This design comes from an exercise in tuning for a short achievable clock period and few clock cycles on the open sky130 flow, not from production work.
Function was checked by simulation only, so behaviour that the tests miss may differ from the original.

Setup of the reference run:
==> flow/design.v (excerpt) <==
module pipelineCpu (
	input wire logic clock,
	input wire logic arstN,
	output cpuPkg::wordT instrAddr,
	input wire cpuPkg::wordT instr,
	output logic regWrite,
	output cpuPkg::regAddrT regAddr,
	output cpuPkg::wordT regData,
	output logic memWrite,
	output logic [cpuPkg::dmemAddrWidth-1:0] memAddr,
	output cpuPkg::wordT memData
);
For scale: roughly 11000 cells after synthesis, ~160000 um^2 of cells after synthesis.
export LEC_CHECK = 0
export CAP_MARGIN = 20
export CORE_MARGIN = 2
export CORE_UTILIZATION = 50
export SLEW_MARGIN = 20
export SYNTH_MEMORY_MAX_BITS = 16384
export TNS_END_PERCENT = 100
create_clock -name core_clock -period 10.0 [get_ports {clock}]
standard.sh (not shown) runs the stock make flow with config.mk's settings and CLKGATE_MAP_FILE= SYNTH_SCRIPT=/design/flow/synth_recipe.tcl, a recipe that flattens the netlist after the stock synthesis.
==> flow/flow/run.sh <==
#!/bin/bash
# The standard layout (standard.sh) with three changes: setup repair aims for
# more slack than the clock period needs, the port buffers start as buf_4
# rather than the delay buffer buffer_ports picks on its own, and global
# routing offers less of met1/met2 (flow/fastroute.tcl). make's output goes
# to make.log; each step's own log stays under orfs/logs.
set -euo pipefail
bash standard.sh SETUP_SLACK_MARGIN=6.5 FASTROUTE_TCL="$PWD/flow/fastroute.tcl" \
	BUFFER_PORTS_ARGS="-buffer_cell sky130_fd_sc_hd__buf_4" finish > make.log 2>&1
==> flow/flow/fastroute.tcl <==
# Global routing layers as in the platform's fastroute.tcl, but with less of
# met1 and met2 offered, so the global router moves more wiring to met3 and
# met4 and the detailed router meets fewer shorts on the lower layers.
set_global_routing_layer_adjustment met1 0.5
set_global_routing_layer_adjustment met2 0.35
set_global_routing_layer_adjustment met3 0.2
set_global_routing_layer_adjustment met4 0.2
set_global_routing_layer_adjustment met5 0.2

set_routing_layers -clock $::env(MIN_CLK_ROUTING_LAYER)-$::env(MAX_ROUTING_LAYER)
set_routing_layers -signal $::env(MIN_ROUTING_LAYER)-$::env(MAX_ROUTING_LAYER)
The reference run: PASS, flow complete, no timing, DRC or antenna violations
Testbench counts of the reference run, summed over its fixed seeds: cycles 91,541.
Setup changes, the reference run to the trial run
--- a/flow/design.v
+++ b/flow/design.v
@@ -151,25 +151,25 @@
 	localparam int bhtDepth = 1 << bhtBits;
 	localparam int tagBits = 12;
 	localparam int loops = 4;   
 	localparam int iterBits = 5;
 	cpuPkg::wordT pc;
 	cpuPkg::wordT pcN;
 	cpuPkg::wordT pcOut;
 	cpuPkg::wordT pcPlus1;
 	cpuPkg::wordT pcNext;
-	cpuPkg::wordT basePc;
-	cpuPkg::wordT branchTargetF;
-	logic takeJumpF, takeBranchF;
+	cpuPkg::wordT fetchPc;
+	cpuPkg::wordT targetF;
 	logic [4:0] opF;
 	logic isJumpF;
 	logic isBranchF;
 	logic predF;
+	logic takeF;
 	logic [17:0] lowSumF;
 	logic [14:0] hiF;
 	logic [14:0] hiDecF;
 	logic [14:0] hiIncF;
 	logic [14:0] targetHiF;
 	logic [31:0] selAF;
 	logic [31:0] selBF;
 	logic [bhtDepth-1:0] bhtValid;
 	logic [1:0] bhtCtr [0:bhtDepth-1];
@@ -270,57 +270,58 @@
 	always_comb begin
 		for (int e = 0; e < loops; e++) begin
 			lpHitF[e] = lpValid[e] && lpHasTrip[e] && lpTag[e] == pc[tagBits-1:0];
 			lpTakeF[e] = (lpIter[e] + 1'b1) != lpTrip[e];
 		end
 	end
 	assign lpUseF = |lpHitF;
 	assign lpPredF = |(lpHitF & lpTakeF);
 	assign predF = lpUseF ? lpPredF : bhtPredF;
+	assign takeF = isJumpF || (isBranchF && predF);
 	ksAdder #(.width(17)) targetLow (
 		.a(pc[16:0]), .b(instr[16:0]), .cin(1'b1),
 		.sum(lowSumF[16:0]), .cout(lowSumF[17])
 	);
 	assign hiF = pc[31:17];
 	ksDecrement #(.width(15)) targetDec (.a(hiF), .sum(hiDecF));
 	ksIncrement #(.width(15)) targetInc (.a(hiF), .sum(hiIncF));
 	always_comb begin
 		if (instr[16]) begin
 			targetHiF = lowSumF[17] ? hiF : hiDecF;
 		end else begin
 			targetHiF = lowSumF[17] ? hiIncF : hiF;
 		end
+		if (isJumpF) begin
+			targetF = {5'd0, instr[26:0]};
+		end else begin
+			targetF = {targetHiF, lowSumF[16:0]};
+		end
 	end
-	assign branchTargetF = {targetHiF, lowSumF[16:0]};
 	always_comb begin
 		selAF = '0;
 		selBF = '0;
 		selAF[instr[21:17]] = 1'b1;
 		if (opF == cpuPkg::opAlu) begin
 			selBF[instr[16:12]] = 1'b1;
 		end else begin
 			selBF[instr[26:22]] = 1'b1;
 		end
 	end
 	always_comb begin
-		if (redirQ) begin
-			basePc = altQ;
-		end else if (stallD) begin
-			basePc = pc;
-		end else begin
-			basePc = pcPlus1;
+		if (stallD) begin
+			fetchPc = pc;
+		end else if (takeF) begin
+			fetchPc = targetF;
+		end else begin
+			fetchPc = pcPlus1;
 		end
 	end
-	assign takeJumpF = isJumpF && !redirQ && !stallD;
-	assign takeBranchF = isBranchF && predF && !redirQ && !stallD;
-	assign pcNext = ({32{takeJumpF}} & {5'd0, instr[26:0]})
-		| ({32{takeBranchF}} & branchTargetF)
-		| ({32{!takeJumpF && !takeBranchF}} & basePc);
+	assign pcNext = redirQ ? altQ : fetchPc;
 	always_ff @(posedge clock or negedge arstN) begin
 		if (!arstN) begin
 			pcOut <= '0;
 			pcN <= '1;
 		end else begin
 			pcOut <= pcNext;
 			pcN <= ~pcNext;
 		end
 	end
@@ -608,34 +609,34 @@
 	always_ff @(posedge clock) begin
 		if (bhtUpd) begin
 			bhtCtr[bhtUpdIdx[bhtBits-1:0]] <= bhtNewCtr;
 		end
 	end
 	always_ff @(posedge clock or negedge arstN) begin
 		if (!arstN) begin
 			xmIsStore <= 1'b0;
 			xmWrites <= 1'b0;
-			xmStoreData <= '0;
+			xmMemData <= '0;
 			xmHiWr <= '0;
 		end else begin
 			xmIsStore <= dxIsStore && !redirQ;
 			xmWrites <= dxWrites && !redirQ;
-			xmStoreData <= bE;
+			xmMemData <= bE;
 			xmHiWr <= hiE & {8{dxIsStore && !redirQ}};
 		end
 	end
 	always_ff @(posedge clock) begin
 		xmDest <= dxDest;
 		xmRes <= resE;
 		xmAddr <= sumE[cpuPkg::dmemAddrWidth-1:0];
 		xmLo <= loE;
 		xmHiRd <= hiE & {8{dxMem}};
-		xmMemData <= bE;
+		xmStoreData <= bE;
 	end
 	assign memWrite = xmIsStore;
 	assign memAddr = xmAddr;
 	assign memData = xmMemData;
 	always_comb begin
 		for (int i = 0; i < cpuPkg::dmemDepth; i++) begin
 			xmSel[i] = xmHiRd[i / 8] & xmLo[i % 8];
 			xmWrSel[i] = xmHiWr[i / 8] & xmLo[i % 8];
 		end
@@ -654,27 +655,28 @@
 		end
 	end
 	always_comb begin
 		wrSelM = '0;
 		wrSelM[xmDest] = xmWrites;
 	end
 	always_ff @(posedge clock or negedge arstN) begin
 		if (!arstN) begin
 			wbWrite <= 1'b0;
-			wbData <= '0;
+			wbRegOut <= '0;
+			wbDataOut <= '0;
 			wbWrSel <= '0;
 		end else begin
 			wbWrite <= xmWrites;
-			wbData <= memResM;
+			wbRegOut <= xmDest;
+			wbDataOut <= memResM;
 			wbWrSel <= wrSelM;
 		end
 	end
 	assign memResM = loadData | xmRes;
 	always_ff @(posedge clock) begin
-		wbRegOut <= xmDest;
-		wbDataOut <= memResM;
+		wbData <= memResM;
 	end
 	assign regWrite = wbWrite;
 	assign regAddr = wbRegOut;
 	assign regData = wbDataOut;
 endmodule
 `default_nettype wire
In the trial run the total number of vias turned out about 1.7% higher than in the reference run.
On adder-cell share of the synthesized area, the reference run tracks the trial run almost exactly.
Comparing the trial run and the reference run, the lower worst setup slack after layout is on the trial run.
Taking the reference run as the reference, in the trial run sequential share of cell area has decreased, routed wire length has increased.
Comparing the trial run and the reference run, count of TritonRoute iterations in the first routing pass is higher on the trial run.
Testbench counts of the trial run, summed over its fixed seeds: cycles 91,541.

## port drivers added, routing unchanged
How much do the figures lean on ideal ports? The routed layouts below were timed once more, with nothing changed but the port constraints. Step 1, drivers: a clkbuf_16 drives clock and a buf_2 each remaining input, both assumed. Step 2 also shifts input and output timing later by t, the mid clock arrival at the registers, as if the neighbouring blocks saw the same clock. Three values: no drivers, after step 1, after step 2; two values: the first two.
run | t, ns | setup slack, ns | latest minus earliest clock arrival (ns)
the reference run | 1.115 | 6.266 / 6.266 / 5.233 | 0.103 / 0.103
the trial run | 1.127 | 6.187 / 6.127 / 5.095 | 0.127 / 0.127
After both steps every run listed still meets setup and hold. The setup slack of the trial run, which loses most, moves by -0.060 ns with the drivers and by -1.092 ns with both steps.
